Context: an optimization exercise on an open-source flow, tuned for small area. The choices shown serve that exercise and are no tape-out recipe.
In this exercise RTL edits were held to simulation tests only and were not proved equivalent to the original.
Power is estimated from default activity; no workload was simulated.

==> flow/design.v (excerpt) <==
module wb_dma_regs_top #(
	parameter logic [27:0] DMA_FULL_MARK = 28'd4083,
	parameter logic [27:0] DMA_LIMIT = 28'd4084,
	parameter logic [27:0] RD_LIMIT = 28'd2040,
	parameter logic [27:0] RD_EMPTY_MARK = 28'd1
) (
	input wire logic clk_i,
	input wire logic reset_i,
	input wire logic cyc_i,
	input wire logic stb_i,
	input wire logic we_i,
	input wire logic [31:0] adr_i,
	input wire logic [2:0] cti_i,
	input wire logic [3:0] sel_i,
	input wire logic [31:0] dat_i,
	output logic [31:0] dat_o,
	output logic ack_o,
	output logic err_o,
	input wire logic dma_in_use_i,
	output logic [15:0] ctrl_o,
	output logic [15:0] watch_dog_cnt_o,
	output logic [31:0] dmaadr_o,
	output logic [31:0] dmalen_o,
	input wire logic [31:0] transfer_size_i,
	input wire logic transfer_size_valid_i,
	input wire logic [7:0] stat_i,
	input wire logic stat_valid_i,
	input wire logic [55:0] dma_fifo_cnt_i,
	output logic [1:0] dma_fifo_full_int_o,
	input wire logic [55:0] rd_fifo_length_i,
	output logic [1:0] rd_fifo_empty_int_o
);
	localparam int NUM_DMA_FIFO = 2;
	localparam int NUM_RD_FIFO = 2;
	logic we;
	logic [3:0] code;
	logic [31:0] wdata;
	logic [3:0] be;
	logic [31:0] ctrl_rdata;
	logic [31:0] dma_rdata [NUM_DMA_FIFO];
	logic [31:0] rd_rdata [NUM_RD_FIFO];
	logic [31:0] data_d;
	logic [25:0] fifo_level;
	wb_cycle_decoder u_decoder (
		.clk_i(clk_i),
		.reset_i(reset_i),
		.cyc_i(cyc_i),
		.stb_i(stb_i),
		.we_i(we_i),
		.adr_i(adr_i),
		.cti_i(cti_i),
		.sel_i(sel_i),
		.dat_i(dat_i),
		.data_i(data_d),
		.ack_o(ack_o),
		.err_o(err_o),
		.we_o(we),
		.code_o(code),
		.wdata_o(wdata),
		.be_o(be)
	);
	dma_ctrl_regs u_ctrl (
		.clk_i(clk_i),
		.reset_i(reset_i),
		.we_i(we),
		.code_i(code),
		.wdata_i(wdata),
		.be_i(be),
		.dma_in_use_i(dma_in_use_i),
		.transfer_size_i(transfer_size_i),
		.transfer_size_valid_i(transfer_size_valid_i),
		.stat_i(stat_i),
  ...
For scale: about 870 cells after synthesis, about 370 I/O pins, roughly 13,000 sq um of cells after synthesis.
Settings: LEC_CHECK=0, CAP_MARGIN=0, CORE_MARGIN=2, CORE_UTILIZATION=60, CTS_BUF_LIST=sky130_fd_sc_hd__clkbuf_16, CTS_CLUSTER_DIAMETER=80, CTS_CLUSTER_SIZE=28, SLEW_MARGIN=0; clock period 8.0 ns.
run.sh (not shown) runs the stock make flow with config.mk's settings and CLKGATE_MAP_FILE= SYNTH_SCRIPT=/design/flow/synth_recipe.tcl, a recipe that flattens the netlist after the stock synthesis.
The starting point produced a clean layout.
Edit:
==> flow/flow/run.sh (new file) <==
#!/bin/bash
# The standard layout (standard.sh), with three changes to how the layout is made:
#  - synthesis maps the logic with flow/area.abc, an area-oriented ABC script, in
#    place of ORFS's speed script; every other synthesis step is the standard flow's own
#    (synth_recipe.tcl), so the registers are the standard synthesis's
#  - each port's buffer is the smallest buffer cell, sky130_fd_sc_hd__buf_1
#  - CTS clusters up to 30 flip-flops per clkbuf_16 and adds no dummy loads
set -euo pipefail
here=$(pwd)
cat >> config.mk <<'EOC'
export BUFFER_PORTS_ARGS = -buffer_cell sky130_fd_sc_hd__buf_1
export CTS_ARGS = -sink_clustering_enable -repair_clock_nets -dont_use_dummy_load -buf_list sky130_fd_sc_hd__clkbuf_16 -sink_clustering_size 30 -sink_clustering_max_diameter 80
EOC
# synth_recipe.tcl with the ABC script swapped
{
  head -n 1 synth_recipe.tcl
  cat <<EOT
proc abc {args} {
  set i [lsearch -exact \$args -script]
  if { \$i >= 0 } { lset args [expr {\$i + 1}] $here/flow/area.abc }
  yosys abc {*}\$args
}
EOT
  tail -n +2 synth_recipe.tcl
} > area_synth.tcl
sed "s#SYNTH_SCRIPT=[^ ]*synth_recipe.tcl#SYNTH_SCRIPT=$here/area_synth.tcl#" standard.sh > area_standard.sh
grep -q "SYNTH_SCRIPT=$here/area_synth.tcl" area_standard.sh
bash area_standard.sh > standard.log 2>&1
==> flow/flow/area.abc (new file) <==
&get -n
&st
&dch -f
&nf -R 1000
&put
mfs3 -ae
topo
stime -c
==> flow/standard.sh (new file) <==
#!/bin/bash
# synth_recipe.tcl (not shown) runs the flow's synth.tcl, then flattens the netlist and writes it again
# the make line also repeats each setting of config.mk as NAME=value (left out here)
make -C /OpenROAD-flow-scripts/flow DESIGN_CONFIG=/design/flow/config.mk WORK_HOME=/design/flow/orfs CLKGATE_MAP_FILE= SYNTH_SCRIPT=/design/flow/synth_recipe.tcl "${@:-finish}"
BUFFER_PORTS_ARGS = -buffer_cell sky130_fd_sc_hd__buf_1   (was unset)
CTS_ARGS = -sink_clustering_enable -repair_clock_nets -dont_use_dummy_load -buf_list sky130_fd_sc_hd__clkbuf_16 -sink_clustering_size 30 -sink_clustering_max_diameter 80   (was unset)
CTS_BUF_LIST = unset   (was sky130_fd_sc_hd__clkbuf_16)
CTS_CLUSTER_DIAMETER = unset   (was 80)
CTS_CLUSTER_SIZE = unset   (was 28)
removed: flow/run.sh
Setup slack is better by 0.65 ns.
Area after synthesis decreases by 5.2%.
Utilization decreases by 7.8 points.
Edit:
--- a/flow/flow/run.sh
+++ b/flow/flow/run.sh
@@ -7 +7 @@
-#  - CTS clusters up to 30 flip-flops per clkbuf_16 and adds no dummy loads
+#  - CTS clusters up to 16 flip-flops per clkbuf_8 and adds no dummy loads
@@ -12 +12 @@
-export CTS_ARGS = -sink_clustering_enable -repair_clock_nets -dont_use_dummy_load -buf_list sky130_fd_sc_hd__clkbuf_16 -sink_clustering_size 30 -sink_clustering_max_diameter 80
+export CTS_ARGS = -sink_clustering_enable -repair_clock_nets -dont_use_dummy_load -buf_list sky130_fd_sc_hd__clkbuf_8 -sink_clustering_size 16 -sink_clustering_max_diameter 60
CTS_ARGS = -sink_clustering_enable -repair_clock_nets -dont_use_dummy_load -buf_list sky130_fd_sc_hd__clkbuf_8 -sink_clustering_size 16 -sink_clustering_max_diameter 60   (was -sink_clustering_enable -repair_clock_nets -dont_use_dummy_load -buf_list sky130_fd_sc_hd__clkbuf_16 -sink_clustering_size 30 -sink_clustering_max_diameter 80)
Outcome:
- global-route usage went up by 0.11 points
- routed wire length went down by about 0.47%
- hold slack hardly moves
- cell area went down by about 0.37%
- first-iteration DRC count went up by about 3%
- critical path depth stays the same
- clock power went down by 7.7%
- setup slack got worse by 0.045 ns
- core utilization went down by 0.27 points
Edit:
--- a/flow/flow/run.sh
+++ b/flow/flow/run.sh
@@ -7 +7 @@
-#  - CTS clusters up to 16 flip-flops per clkbuf_8 and adds no dummy loads
+#  - CTS clusters up to 20 flip-flops per clkbuf_8 and adds no dummy loads
@@ -12 +12 @@
-export CTS_ARGS = -sink_clustering_enable -repair_clock_nets -dont_use_dummy_load -buf_list sky130_fd_sc_hd__clkbuf_8 -sink_clustering_size 16 -sink_clustering_max_diameter 60
+export CTS_ARGS = -sink_clustering_enable -repair_clock_nets -dont_use_dummy_load -buf_list sky130_fd_sc_hd__clkbuf_8 -sink_clustering_size 20 -sink_clustering_max_diameter 60
CTS_ARGS = -sink_clustering_enable -repair_clock_nets -dont_use_dummy_load -buf_list sky130_fd_sc_hd__clkbuf_8 -sink_clustering_size 20 -sink_clustering_max_diameter 60   (was -sink_clustering_enable -repair_clock_nets -dont_use_dummy_load -buf_list sky130_fd_sc_hd__clkbuf_8 -sink_clustering_size 16 -sink_clustering_max_diameter 60)
Effect:
- The changed run completed without violations
- routed wire length barely changes
- area after synthesis is unchanged
- setup slack is worse by 0.019 ns
- combinational power hardly moves
- clock skew climbs by 0.038 ns
- register-to-register slack stays flat
- final area drops by 0.39%
- cell count stays flat
- via count drops by about 0.9%
- synthesized cell count does not change
- fmax drops by 0.39%

---

job 4843:
Another version of the RTL of wb_dma_regs_top (not shown whole).
Size: ~850 cells after synthesis, about 310 flip-flops, roughly 370 I/O pins, roughly 13,000 µm² of cells after synthesis.
clock: 8.0 ns
lec_check: 0
cap_margin: 20
core_margin: 2
core_utilization: 60
slew_margin: 20
buffer_ports_args: -buffer_cell sky130_fd_sc_hd__buf_1
cts_args: -sink_clustering_enable -repair_clock_nets -dont_use_dummy_load -buf_list sky130_fd_sc_hd__clkbuf_16 -sink_clustering_size 20 -sink_clustering_max_diameter 60
standard.sh (not shown) runs the stock make flow with config.mk's settings and CLKGATE_MAP_FILE= SYNTH_SCRIPT=/design/flow/synth_recipe.tcl, a recipe that flattens the netlist after the stock synthesis.
==> flow/flow/run.sh <==
#!/bin/bash
# The standard layout (standard.sh: standard synthesis, floorplan, place, CTS,
# route), with two changes to how the layout is made:
#  - each port's buffer is the smallest buffer cell, sky130_fd_sc_hd__buf_1
#  - CTS clusters up to 20 flip-flops per clkbuf_16 and adds no dummy loads
set -euo pipefail
cat >> config.mk <<'EOC'
export BUFFER_PORTS_ARGS = -buffer_cell sky130_fd_sc_hd__buf_1
export CTS_ARGS = -sink_clustering_enable -repair_clock_nets -dont_use_dummy_load -buf_list sky130_fd_sc_hd__clkbuf_16 -sink_clustering_size 20 -sink_clustering_max_diameter 60
EOC
bash standard.sh > standard.log 2>&1
Job 4843 did not stop at any stage, and its layout met the timing, design-rule and antenna checks.
--- input diff job 4843..job 9074 ---
# job 4843
export LEC_CHECK = 0
export CAP_MARGIN = 20
export CORE_MARGIN = 2
export CORE_UTILIZATION = 60
export SLEW_MARGIN = 20
export BUFFER_PORTS_ARGS = -buffer_cell sky130_fd_sc_hd__buf_1
export CTS_ARGS = -sink_clustering_enable -repair_clock_nets -dont_use_dummy_load -buf_list sky130_fd_sc_hd__clkbuf_16 -sink_clustering_size 20 -sink_clustering_max_diameter 60
create_clock -name core_clock -period 8.0 [get_ports {clk_i}]
# job 9074
export LEC_CHECK = 0
export CAP_MARGIN = 0
export CORE_MARGIN = 2
export CORE_UTILIZATION = 60
export SLEW_MARGIN = 0
export BUFFER_PORTS_ARGS = -buffer_cell sky130_fd_sc_hd__buf_1
export CTS_ARGS = -sink_clustering_enable -repair_clock_nets -dont_use_dummy_load -buf_list sky130_fd_sc_hd__clkbuf_16 -sink_clustering_size 30 -sink_clustering_max_diameter 80
create_clock -name core_clock -period 8.0 [get_ports {clk_i}]
==> flow/flow/run.sh <==
#!/bin/bash
# The standard layout (standard.sh), with three changes to how the layout is made:
#  - synthesis maps the logic with flow/area.abc, an area-oriented ABC script, in
#    place of ORFS's speed script; every other synthesis step is the standard flow's own
#    (synth_recipe.tcl), so the registers are the standard synthesis's
#  - each port's buffer is the smallest buffer cell, sky130_fd_sc_hd__buf_1
#  - CTS clusters up to 30 flip-flops per clkbuf_16 and adds no dummy loads
set -euo pipefail
here=$(pwd)
cat >> config.mk <<'EOC'
export BUFFER_PORTS_ARGS = -buffer_cell sky130_fd_sc_hd__buf_1
export CTS_ARGS = -sink_clustering_enable -repair_clock_nets -dont_use_dummy_load -buf_list sky130_fd_sc_hd__clkbuf_16 -sink_clustering_size 30 -sink_clustering_max_diameter 80
EOC
# synth_recipe.tcl with the ABC script swapped
{
  head -n 1 synth_recipe.tcl
  cat <<EOT
proc abc {args} {
  set i [lsearch -exact \$args -script]
  if { \$i >= 0 } { lset args [expr {\$i + 1}] $here/flow/area.abc }
  yosys abc {*}\$args
}
EOT
  tail -n +2 synth_recipe.tcl
} > area_synth.tcl
sed "s#SYNTH_SCRIPT=[^ ]*synth_recipe.tcl#SYNTH_SCRIPT=$here/area_synth.tcl#" standard.sh > area_standard.sh
grep -q "SYNTH_SCRIPT=$here/area_synth.tcl" area_standard.sh
bash area_standard.sh > standard.log 2>&1
==> flow/flow/area.abc (new file) <==
&get -n
&st
&dch -f
&nf -R 1000
&put
mfs3 -ae
topo
stime -c
==> notes.md <==
Going from job 4843 to job 9074, die area shrank by a few percent. In the tables for job 9074 and job 4843, cell depth of the worst flop-to-flop path reads lower with job 4843. Compared with job 4843, job 9074 shows a lower final worst-path cycle share. Job 9074 vs job 4843 — net count reported at finish climbed slightly. Relative to job 4843, worst slew margin relative to its limit has increased by 0.97 points in job 9074. Job 9074 vs job 4843, maximum fanout along the worst path went down by 3.
Inputs modified between job 9074 and job 5114:
# job 9074
export LEC_CHECK = 0
export CAP_MARGIN = 0
export CORE_MARGIN = 2
export CORE_UTILIZATION = 60
export SLEW_MARGIN = 0
export BUFFER_PORTS_ARGS = -buffer_cell sky130_fd_sc_hd__buf_1
export CTS_ARGS = -sink_clustering_enable -repair_clock_nets -dont_use_dummy_load -buf_list sky130_fd_sc_hd__clkbuf_16 -sink_clustering_size 30 -sink_clustering_max_diameter 80
create_clock -name core_clock -period 8.0 [get_ports {clk_i}]
# job 5114
export LEC_CHECK = 0
export CAP_MARGIN = 20
export CORE_MARGIN = 2
export CORE_UTILIZATION = 40
export SLEW_MARGIN = 20
export BUFFER_PORTS_ARGS = -buffer_cell sky130_fd_sc_hd__buf_1
export CTS_ARGS = -sink_clustering_enable -repair_clock_nets -dont_use_dummy_load -buf_list sky130_fd_sc_hd__clkbuf_16 -sink_clustering_size 28 -sink_clustering_max_diameter 80
create_clock -name core_clock -period 8.0 [get_ports {clk_i}]
diff --git a/flow/flow/run.sh b/flow/flow/run.sh
--- a/flow/flow/run.sh
+++ b/flow/flow/run.sh
@@ -6,3 +6,3 @@
 #  - each port's buffer is the smallest buffer cell, sky130_fd_sc_hd__buf_1
-#  - CTS clusters up to 30 flip-flops per clkbuf_16 and adds no dummy loads
+#  - CTS clusters up to 28 flip-flops per clkbuf_16 and adds no dummy loads
 set -euo pipefail
@@ -11,3 +11,3 @@
 export BUFFER_PORTS_ARGS = -buffer_cell sky130_fd_sc_hd__buf_1
-export CTS_ARGS = -sink_clustering_enable -repair_clock_nets -dont_use_dummy_load -buf_list sky130_fd_sc_hd__clkbuf_16 -sink_clustering_size 30 -sink_clustering_max_diameter 80
+export CTS_ARGS = -sink_clustering_enable -repair_clock_nets -dont_use_dummy_load -buf_list sky130_fd_sc_hd__clkbuf_16 -sink_clustering_size 28 -sink_clustering_max_diameter 80
 EOC
==> flow/flow/area.abc <==
&get -n
&st
&dch -f
&nf -R 1000
&put
topo
stime -c
## What came out
Job 5114 finished end to end and its layout was clean on timing, DRC and antenna. Compared with job 9074, job 5114 shows a number of global-route vias before repair that is 35 lower. Summary — count of different cell masters after synthesis, job 5114 relative to job 9074: higher, by 4. Changes observed in job 5114 relative to job 9074: number of cells in the finished layout apart from fillers went up by 131, max-capacitance violation count ~0 delta, global-route wire length before repair saw an increase, met1 track utilization from global routing shrank by 12 points, total power of the final layout grew by 2.6%. Job 5114 vs. job 9074: setup slack of the worst register-to-register path lower; post-route cell area higher; number of antenna violations at the first check in global routing higher.
Relative to job 5114, the following input files were edited for job 6759:
# job 5114
export LEC_CHECK = 0
export CAP_MARGIN = 20
export CORE_MARGIN = 2
export CORE_UTILIZATION = 40
export SLEW_MARGIN = 20
export BUFFER_PORTS_ARGS = -buffer_cell sky130_fd_sc_hd__buf_1
export CTS_ARGS = -sink_clustering_enable -repair_clock_nets -dont_use_dummy_load -buf_list sky130_fd_sc_hd__clkbuf_16 -sink_clustering_size 28 -sink_clustering_max_diameter 80
create_clock -name core_clock -period 8.0 [get_ports {clk_i}]
# job 6759
export LEC_CHECK = 0
export CAP_MARGIN = 20
export CORE_MARGIN = 2
export CORE_UTILIZATION = 60
export SLEW_MARGIN = 20
export BUFFER_PORTS_ARGS = -buffer_cell sky130_fd_sc_hd__buf_1
export CTS_ARGS = -sink_clustering_enable -repair_clock_nets -dont_use_dummy_load -buf_list sky130_fd_sc_hd__clkbuf_16 -sink_clustering_size 28 -sink_clustering_max_diameter 80
create_clock -name core_clock -period 8.0 [get_ports {clk_i}]
==> flow/flow/run.sh <==
#!/bin/bash
# The standard layout (standard.sh: standard synthesis, floorplan, place, CTS,
# route), with two changes to how the layout is made:
#  - each port's buffer is the smallest buffer cell, sky130_fd_sc_hd__buf_1
#  - CTS clusters up to 28 flip-flops per clkbuf_16 and adds no dummy loads
set -euo pipefail
cat >> config.mk <<'EOC'
export BUFFER_PORTS_ARGS = -buffer_cell sky130_fd_sc_hd__buf_1
export CTS_ARGS = -sink_clustering_enable -repair_clock_nets -dont_use_dummy_load -buf_list sky130_fd_sc_hd__clkbuf_16 -sink_clustering_size 28 -sink_clustering_max_diameter 80
EOC
bash standard.sh > standard.log 2>&1
removed: flow/flow/area.abc
### Flow results
Job 6759: all stages complete, timing, DRC and antenna checks passed. The run showing the greater via count is job 5114. As of job 6759, netlist area before placement had risen by a few percent compared to job 5114. Compared with job 5114, job 6759 is more frugal on power. Summary — cell leakage power, job 6759 relative to job 5114: lower, by about 0.4%. Job 6759 — number of iterations in the first detailed-routing pass 3 higher, job 5114 as reference. Taking job 5114 as the reference, in job 6759 final non-filler cell total lower, final routed wirelength across all metal layers lower.

-- separate check: timing with driven ports --
No port has a modelled driver above. Below, the same layouts with a new extraction and two added sets of constraints. Step 1: set_driving_cell puts a clkbuf_16 on clk_i and a buf_2 on each other input, an assumption about the parent block. Step 2 adds t to the input delays and takes it off the output delays; t is the mean of the earliest and latest rising clock arrival at the registers after step 1. Input paths then give back, and output paths get back, about the clock's delay inside the block. Three values: ideal ports, drivers, drivers and shift; two values: the first two.
run	t, ns	setup WS [ns]	worst setup path after step 2	worst slew at a driven data input, ns
the first run of note 1	0.528	2.719 / 2.673 / 3.135	input to output	0.08
the second run of note 1	0.512	3.367 / 3.322 / 3.662	input to register	0.11
the third run of note 1	0.590	3.321 / 3.279 / 3.643	input to register	0.08
the fourth run of note 1	0.570	3.303 / 3.257 / 3.648	input to register	0.08
job 4843	0.536	2.981 / 2.932 / 3.468	register to output	0.07
job 9074	0.528	3.348 / 3.301 / 3.408	input to register	0.08
job 5114	0.534	3.308 / 3.258 / 3.392	input to register	0.07
job 6759	0.514	3.035 / 2.985 / 3.499	register to output	0.08
After both steps every run listed still meets setup and hold.
